From an optimization exercise on the open Yosys and OpenROAD flow, aimed at small area, a short achievable clock period and few clock cycles per item; shortcuts taken in it are not production practice.
RTL that was checked went through simulation tests only; none was proved equivalent to the original.
Power figures rest on the tool's default switching activity, not on a simulated workload.

==> inputs of run a <==
// shortest_remaining_time_scheduler
module shortest_remaining_time_scheduler (
  input  logic                          clk,
  input  logic                          rst,
  input  logic                          in_valid,
  output logic                          in_ready,
  input  srtf_pkg::in_item_t            in_data,
  output logic                          out_valid,
  input  logic                          out_ready,
  output srtf_pkg::out_item_t           out_data,
  input  logic                          cfg_valid,
  output logic                          cfg_ready,
  input  logic [srtf_pkg::PC_W-1:0]     cfg_data
);
clock: 10.0 ns
lec_check: 0
cap_margin: 20
core_margin: 2
core_utilization: 55
cts_cluster_diameter: 80
cts_cluster_size: 25
setup_slack_margin: 5
slew_margin: 20
tns_end_percent: 5
standard.sh (not shown) runs the stock make flow with config.mk's settings and CLKGATE_MAP_FILE= SYNTH_SCRIPT=/design/flow/synth_recipe.tcl, a recipe that flattens the netlist after the stock synthesis.
==> flow/flow/run.sh <==
#!/bin/bash
set -uo pipefail
MARGIN=$(cat flow/margin.txt)
sed -E "s/SETUP_SLACK_MARGIN=[0-9.]+/SETUP_SLACK_MARGIN=${MARGIN}/" standard.sh > standard_margin.sh
grep -q "SETUP_SLACK_MARGIN=${MARGIN} " standard_margin.sh || { echo "margin not set" >&2; exit 1; }
bash standard_margin.sh > flow_make.log 2>&1
==> flow/flow/margin.txt <==
6.5
==> run b: changes against run a <==
--- a/flow/design.v
+++ b/flow/design.v
@@ -197,11 +197,10 @@
   logic [TW-1:0]             t1;            
   logic                      held_valid;
   logic [N-1:0]              held_oh;       
   logic [TW-1:0]             held_rem;      
   logic [TW-1:0]             held_act;      
-  logic                      act_ok;
   logic [N-1:0][TW-1:0]      rem;           
   logic [N-1:0]              alive;         
   logic [N-1:0]              arrived, arrived_next;
   logic [N-1:0]              alive_next;
   logic [srtf_pkg::PC_W-1:0] pc_next;
@@ -240,21 +239,20 @@
   logic [N-1:0]       cand, win, lt, le, chosen, one, load_dec, wr_row;
   logic [TW-1:0]      rem_c, now_cmp, new_rem;
   logic               any, preempt, switch_job, run, comp, one_c, release_held;
   logic               keep_held;
   logic [N-1:0]       newarr, arr_eq, lim;
-  logic               p_hit, p_chk, chk_due, recheck;
+  logic               p_hit, p_chk, recheck;
   logic [TW-1:0]      cmp_x;
   logic [srtf_pkg::PC_W-1:0] done_inc;
   assign a_load   = a_valid && !a_item.operation;
   assign a_tick   = a_valid &&  a_item.operation;
   assign run_over = done >= pc;
-  assign flush    = a_load && held_valid && act_ok;
-  assign chk_due  = a_tick && !run_over && held_valid && p_chk;
-  assign recheck  = chk_due && act_ok;
+  assign flush    = a_load && held_valid;
+  assign recheck  = a_tick && !run_over && held_valid && p_chk;
   assign load_wr  = a_load && !held_valid && !(c_valid && c_q.comp);
-  assign fire     = a_valid && (!c_valid || adv) && !chk_due &&
+  assign fire     = a_valid && (!c_valid || adv) && !flush && !recheck &&
                     !(a_load && !load_wr);
   assign load_go  = fire && a_load;
   assign tick_go  = fire && a_tick && !run_over;
   always_comb begin
     for (int j = 0; j < N; j++) begin
@@ -276,11 +274,15 @@
       rem_c = rem_c | (rem[j] & {TW{win[j]}});
     end
   end
   assign any          = |cand;
   assign preempt      = held_valid && !p_chk && p_hit;
-  assign cmp_x        = (held_valid && act_ok) ? held_act : held_rem;
+  logic          unused_c1;
+  srtf_add #(.W(TW)) u_dec1 (
+    .a (held_rem), .b ({TW{1'b1}}), .cin (1'b0), .sum (held_act), .cout (unused_c1)
+  );
+  assign cmp_x        = held_valid ? held_act : held_rem;
   assign newarr       = arr_eq & ~arrived & alive & lim;
   assign switch_job   = held_valid ? preempt : any;
   assign run          = held_valid || any;
   assign chosen       = switch_job ? win : held_oh;
   assign one_c        = |(win & one);
@@ -354,35 +356,11 @@
       p_hit <= |(cand & lt);
     end else if (tick_go) begin
       p_hit <= 1'b0;
     end
   end
-  logic [TW-1:0] hr_m1, hr_m2, act_m1;
-  logic          unused_c1, unused_c2, unused_c3, cont;
-  srtf_add #(.W(TW)) u_dec1 (
-    .a (held_rem), .b ({TW{1'b1}}), .cin (1'b0), .sum (hr_m1), .cout (unused_c1)
-  );
-  srtf_add #(.W(TW)) u_dec2 (
-    .a (held_rem), .b ({{(TW-1){1'b1}}, 1'b0}), .cin (1'b0), .sum (hr_m2), .cout (unused_c2)
-  );
-  srtf_add #(.W(TW)) u_dec3 (
-    .a (held_act), .b ({TW{1'b1}}), .cin (1'b0), .sum (act_m1), .cout (unused_c3)
-  );
-  assign new_rem   = switch_job ? rem_c : hr_m1;
-  assign cont      = tick_go && run && !comp && !switch_job;
-  always_ff @(posedge clk) begin
-    if (rst) begin
-      act_ok <= 1'b0;
-    end else begin
-      act_ok <= !(tick_go && run && !comp && switch_job);
-    end
-    if (cont) begin
-      held_act <= act_ok ? act_m1 : hr_m2;
-    end else begin
-      held_act <= hr_m1;
-    end
-  end
+  assign new_rem   = switch_job ? rem_c : held_act;
   assign keep_held = held_valid && !tick_go && !flush;
   always_ff @(posedge clk) begin
     if (tick_go && run && !comp) begin
       held_rem <= new_rem;
     end else if (!keep_held) begin
==> run c: changes against run a <==
--- a/flow/design.v
+++ b/flow/design.v
@@ -38,10 +38,12 @@
     logic              clr;
     logic              all_done;
     logic [TIME_W-1:0] end_time;
     logic [TIME_W-1:0] wait_time;
     logic [TIME_W-1:0] turn_time;
+    logic              wait_ok;
+    logic              turn_ok;
   } times_t;
 endpackage
 module srtf_table (
   input  logic                                          clk,
   input  logic                                          load_go,
@@ -239,11 +241,11 @@
   logic               load_go, tick_go, load_wr;
   logic [N-1:0]       cand, win, lt, le, chosen, one, load_dec, wr_row;
   logic [TW-1:0]      rem_c, now_cmp, new_rem;
   logic               any, preempt, switch_job, run, comp, one_c, release_held;
   logic               keep_held;
-  logic [N-1:0]       newarr, arr_eq, lim;
+  logic [N-1:0]       newarr, arr_eq, lim, lim_next;
   logic               p_hit, p_chk, chk_due, recheck;
   logic [TW-1:0]      cmp_x;
   logic [srtf_pkg::PC_W-1:0] done_inc;
   assign a_load   = a_valid && !a_item.operation;
   assign a_tick   = a_valid &&  a_item.operation;
@@ -256,11 +258,11 @@
                     !(a_load && !load_wr);
   assign load_go  = fire && a_load;
   assign tick_go  = fire && a_tick && !run_over;
   always_comb begin
     for (int j = 0; j < N; j++) begin
-      lim[j]      = pc[4] || (4'(j) < pc[3:0]);
+      lim_next[j] = pc_next[4] || (4'(j) < pc_next[3:0]);
       {lt[j], le[j]} = cmp_lt_le(rem[j], cmp_x);
       one[j]      = rem[j] == TW'(1);
       load_dec[j] = a_item.slot == 4'(j);
     end
   end
@@ -308,17 +310,19 @@
     end
   end
   always_ff @(posedge clk) begin
     if (rst) begin
       pc         <= srtf_pkg::PC_RESET;
+      lim        <= '1;
       done       <= '0;
       t1         <= TW'(1);
       held_valid <= 1'b0;
       held_oh    <= '0;
       alive      <= '0;
     end else begin
       pc    <= pc_next;
+      lim   <= lim_next;
       if (load_go) begin
         t1 <= TW'(1);
       end else if (tick_go && !t1_ovf) begin
         t1 <= t1_inc;
       end
@@ -456,18 +460,15 @@
     d_in.ran       = c_q.ran;
     d_in.slot      = c_q.ran ? c_slot : '0;
     d_in.comp      = c_q.comp;
     d_in.clr       = c_q.clr;
     d_in.all_done  = c_q.all_done;
-    d_in.end_time  = '0;
-    d_in.wait_time = '0;
-    d_in.turn_time = '0;
-    if (c_q.comp) begin
-      d_in.end_time  = c_q.t1;
-      d_in.wait_time = wait_ge ? wait_diff[TW-1:0] : '0;
-      d_in.turn_time = turn_ge ? turn_diff : '0;
-    end
+    d_in.end_time  = c_q.comp ? c_q.t1 : '0;
+    d_in.wait_time = wait_diff[TW-1:0];
+    d_in.turn_time = turn_diff;
+    d_in.wait_ok   = c_q.comp && wait_ge;
+    d_in.turn_ok   = c_q.comp && turn_ge;
   end
   always_ff @(posedge clk) begin
     if (rst) begin
       c_valid <= 1'b0;
       d_valid <= 1'b0;
@@ -482,17 +483,20 @@
     end
     if (adv) begin
       d_q <= d_in;
     end
   end
-  logic [SW:0] wait_add, turn_add;
+  logic [SW:0]   wait_add, turn_add;
+  logic [TW-1:0] d_wait, d_turn;
+  assign d_wait = d_q.wait_ok ? d_q.wait_time : '0;
+  assign d_turn = d_q.turn_ok ? d_q.turn_time : '0;
   srtf_add #(.W(SW)) u_wsum (
-    .a (out_data.total_wait), .b (SW'(d_q.wait_time)), .cin (1'b0),
+    .a (out_data.total_wait), .b (SW'(d_wait)), .cin (1'b0),
     .sum (wait_add[SW-1:0]), .cout (wait_add[SW])
   );
   srtf_add #(.W(SW)) u_tsum (
-    .a (out_data.total_turnaround), .b (SW'(d_q.turn_time)), .cin (1'b0),
+    .a (out_data.total_turnaround), .b (SW'(d_turn)), .cin (1'b0),
     .sum (turn_add[SW-1:0]), .cout (turn_add[SW])
   );
   always_ff @(posedge clk) begin
     if (rst) begin
       out_valid <= 1'b0;
@@ -514,11 +518,11 @@
     if (adv && d_valid) begin
       out_data.ran             <= d_q.ran;
       out_data.running_slot    <= d_q.slot;
       out_data.completed       <= d_q.comp;
       out_data.end_time        <= d_q.end_time;
-      out_data.wait_time       <= d_q.wait_time;
-      out_data.turnaround_time <= d_q.turn_time;
+      out_data.wait_time       <= d_wait;
+      out_data.turnaround_time <= d_turn;
       out_data.all_done        <= d_q.all_done;
     end
   end
 endmodule
CTS_CLUSTER_DIAMETER = 60   (was 80)
CTS_CLUSTER_SIZE = 20   (was 25)
==> comparison <==
- Sequential share of layout area, lowest first: run b, run c, run a.
- Of run c and run a, run c has the higher final area (gap about 2.8%, measured against run a).
- Global-route usage, lowest first: run c, run b, run a.
- The lowest cell count belongs to run a, the highest to run c.
- In run b the critical path depth is lower than in run c, by 4.
- Via count, lowest first: run a, run c, run b.
- In clock skew, run a and run b hardly differ.
- The lowest combinational power belongs to run a, the highest to run c.
Testbench counts of run a, summed over its fixed seeds: cycles 10,373, items 9,864.
Testbench counts of run c, summed over its fixed seeds: cycles 10,373, items 9,864.
The RTL of run b was laid out without a check of its function.

[what the ideal ports hide]
Ports are ideal in the flow. The routed layouts listed here were re-timed in OpenROAD.
Step 1 assumes that a clkbuf_16 drives the clock port and a buf_2 every other input.
Step 2 times the ports against the registers' clock, not the clock port: input delays grow and output delays shrink by t, the midpoint of the rising clock arrivals with the driver on.
a / b / c = no drivers / after step 1 / after step 2; a / b = the first two.
run | t, ns | slack for setup (ns) | worst setup path after step 2 | worst register clock-pin slew, ns
run a | 0.803 | 5.877 / 5.877 / 5.597 | input to register | 0.12 / 0.12
run b | 0.797 | 5.452 / 5.452 / 5.322 | input to register | 0.11 / 0.11
run c | 0.834 | 5.970 / 5.970 / 5.450 | input to register | 0.09 / 0.09
After both steps setup and hold are still met in every run listed. For run c, which loses most, drivers alone change the setup slack by 0.000 ns; drivers and shift together by -0.520 ns.
